From an optimization exercise on the open Yosys and OpenROAD flow, aimed at small area, a short achievable clock period and few clock cycles per item; shortcuts taken in it are not production practice. Only simulation tests tie the RTL to the original design; equivalence was not proved.

==> run a <==
==> flow/design.v (excerpt) <==
module sorted_key_table_search (
	input  logic                           clk,
	input  logic                           arst_n,
	input  logic                           start,
	output logic                           busy,
	input  logic [1:0]                     op,
	input  logic [skts_pkg::KEY_BITS-1:0]  record_key,
	input  logic [skts_pkg::CYC_BITS-1:0]  record_cycle,
	input  logic [skts_pkg::KEY_BITS-1:0]  upper_bound,
	output logic                           done,
	output logic [2:0]                     status,
	output logic [skts_pkg::KEY_BITS-1:0]  found_key,
	output logic [skts_pkg::CYC_BITS-1:0]  found_cycle,
	output logic                           last
);
export LEC_CHECK = 0
export CAP_MARGIN = 20
export CORE_MARGIN = 2
export CORE_UTILIZATION = 40
export SLEW_MARGIN = 20
create_clock -name core_clock -period 7.0 [get_ports {clk}]
run.sh (not shown) runs the stock make flow with config.mk's settings and CLKGATE_MAP_FILE= SYNTH_SCRIPT=/design/flow/synth_recipe.tcl, a recipe that flattens the netlist after the stock synthesis.
==> run b: changes against run a <==
--- a/flow/design.v
+++ b/flow/design.v
@@ -82,32 +82,33 @@
 	logic [IDX_W-1:0]    wr_addr;
 	logic [REC_W-1:0]    wr_data;
 	logic [KEY_BITS-1:0] rd_key;
 	logic [CYC_BITS-1:0] rd_cyc;
 	logic [CNT_W:0]      mid_sum;
 	logic [CNT_W-1:0]    mid;
 	logic                go_right;
+	logic [KEY_BITS-1:0] mid_key;
 	logic                hit;
 	logic                finish;
 	assign busy    = (state_q != S_IDLE);
 	assign rd_key  = rd_data_q[REC_W-1 -: KEY_BITS];
 	assign rd_cyc  = rd_data_q[CYC_BITS-1:0];
 	assign mid_sum = {1'b0, lo_q} + {1'b0, hi_q};
 	assign mid     = mid_sum[CNT_W:1];
-	assign go_right = (op_q == OP_SEARCH) ? (rd_key < key_q) : (rd_key <= key_q);
+	assign mid_key  = rec_mem[mid[IDX_W-1:0]][REC_W-1 -: KEY_BITS];
+	assign go_right = (op_q == OP_SEARCH) ? (mid_key < key_q) : (mid_key <= key_q);
 	assign hit    = v_s1 && (rd_key < upper_q);
 	assign finish = (v_s1 && !hit) || (!v_s1 && (idx_q >= cnt_q));
 	always_comb begin
 		rd_en   = 1'b0;
 		rd_addr = mid[IDX_W-1:0];
 		case (state_q)
 			S_BS: begin
 				if (lo_q < hi_q) begin
-					rd_en   = 1'b1;
-					rd_addr = mid[IDX_W-1:0];
+					rd_en   = 1'b0;
 				end else if (op_q == OP_SEARCH && lo_q < cnt_q) begin
 					rd_en   = 1'b1;
 					rd_addr = lo_q[IDX_W-1:0];
 				end
 			end
 			S_SHIFT: begin
 				if (idx_q > lo_q) begin
@@ -177,16 +178,19 @@
 								state_q <= S_IDLE;
 							end
 						endcase
 					end
 				end
 				S_BS: begin
 					if (lo_q < hi_q) begin
-						mid_q   <= mid[IDX_W-1:0];
-						state_q <= S_BS_CMP;
+						if (go_right) begin
+							lo_q <= CNT_W'(mid + 1'b1);
+						end else begin
+							hi_q <= mid;
+						end
 					end else begin
 						case (op_q)
 							OP_INSERT: begin
 								idx_q   <= cnt_q;
 								state_q <= S_SHIFT;
 							end
 							OP_SEARCH: begin
==> run_results.csv <==
group,metric,value,unit
routing,met3_length,32400,um
finish,final_cells,13462,
synth,synthesis.nets,8820,
routing,route.met2.wl,173000,um
routing,drt_iter0_markers,9746,
placed_design,dp_hpwl,211000,um
worst_setup_path,path_cells,"ha_1, a21oi_1, a21oi_1, or4_1, and3_1, nor4_4, buf_12, buf_12, buf_4, mux2i_1, mux2i_1, o22ai_1, nor4_1, and4_1",
finish,final_util,0.459,
routing,vias,78095,
finish,multi_input_area_share,0.203,
routing,wl_met1,156000,um
status,status,"no timing/DRC/antenna violations",
synth,synth_top_family_by_area,"simple AND/OR/NAND/NOR gates",
synth,ys_warn_count,1,
(the above is from run a)
==> run_results.csv <==
group,metric,value,unit
status,status,"no timing/DRC/antenna violations",
synth,ys_types,74,
timing,tns,0,ns
finish,final_cells,12369,
routing,route.met2.wl,218000,um
routing,met3_length,60100,um
timing,maxSlewViolCount,0,
synth,synthesis.nets,7134,
finish,final_util,0.461,
timing,hold_slack,0.497,ns
routing,drt_iter0_markers,13747,
routing,vias,82719,
synth,synth_top_family_by_area,"multiplexers",
placed_design,dp_hpwl,272000,um
routing,wl_met1,186000,um
timing,period_share,0.951,
finish,multi_input_area_share,0.261,
synth,ys_warn_count,7,
worst_setup_path,path_cells,"and2_1, fa_1, inv_8, buf_12, buf_12, mux4_2, mux4_2, a211oi_1, a31oi_1, ha_1, a21o_1, a21o_1, a21o_1, a21oi_1, nor2b_1, o21ai_0, nand2b_1, a21oi_1, o211ai_1, o21ai_0, buf_4",
finish,largest_class,"flip-flops and latches",
worst_setup_path,critPathSlowestCell,"fa_1",
(the above is from run b)
Testbench counts of run a, summed over its fixed seeds: cycles 28,126, items 1,536.
Testbench counts of run b, summed over its fixed seeds: cycles 20,949, items 1,536.

[what the ideal ports hide]
The flow's constraints put no driver on any port. The routed layouts listed below were extracted and timed again, unchanged, in two steps.
Step 1 sets driving cells, clkbuf_16 on the clock port and buf_2 on the other inputs (assumed; they add their load-dependent delay and slew).
Step 2 also shifts input and output timing later by t, the mid clock arrival at the registers, as if the neighbouring blocks saw the same clock.
Three values: ideal, step 1, step 2; two values: the first two.
run	shift t [ns]	slack for setup (ns)	clock arrival spread, ns	cell pins on the clock port's net
run a	0.983	1.007 / 1.007 / 1.007	0.054 / 0.055	1
run b	1.034	0.342 / 0.342 / 0.342	0.048 / 0.049	1
After both steps setup and hold are still met in every run listed.
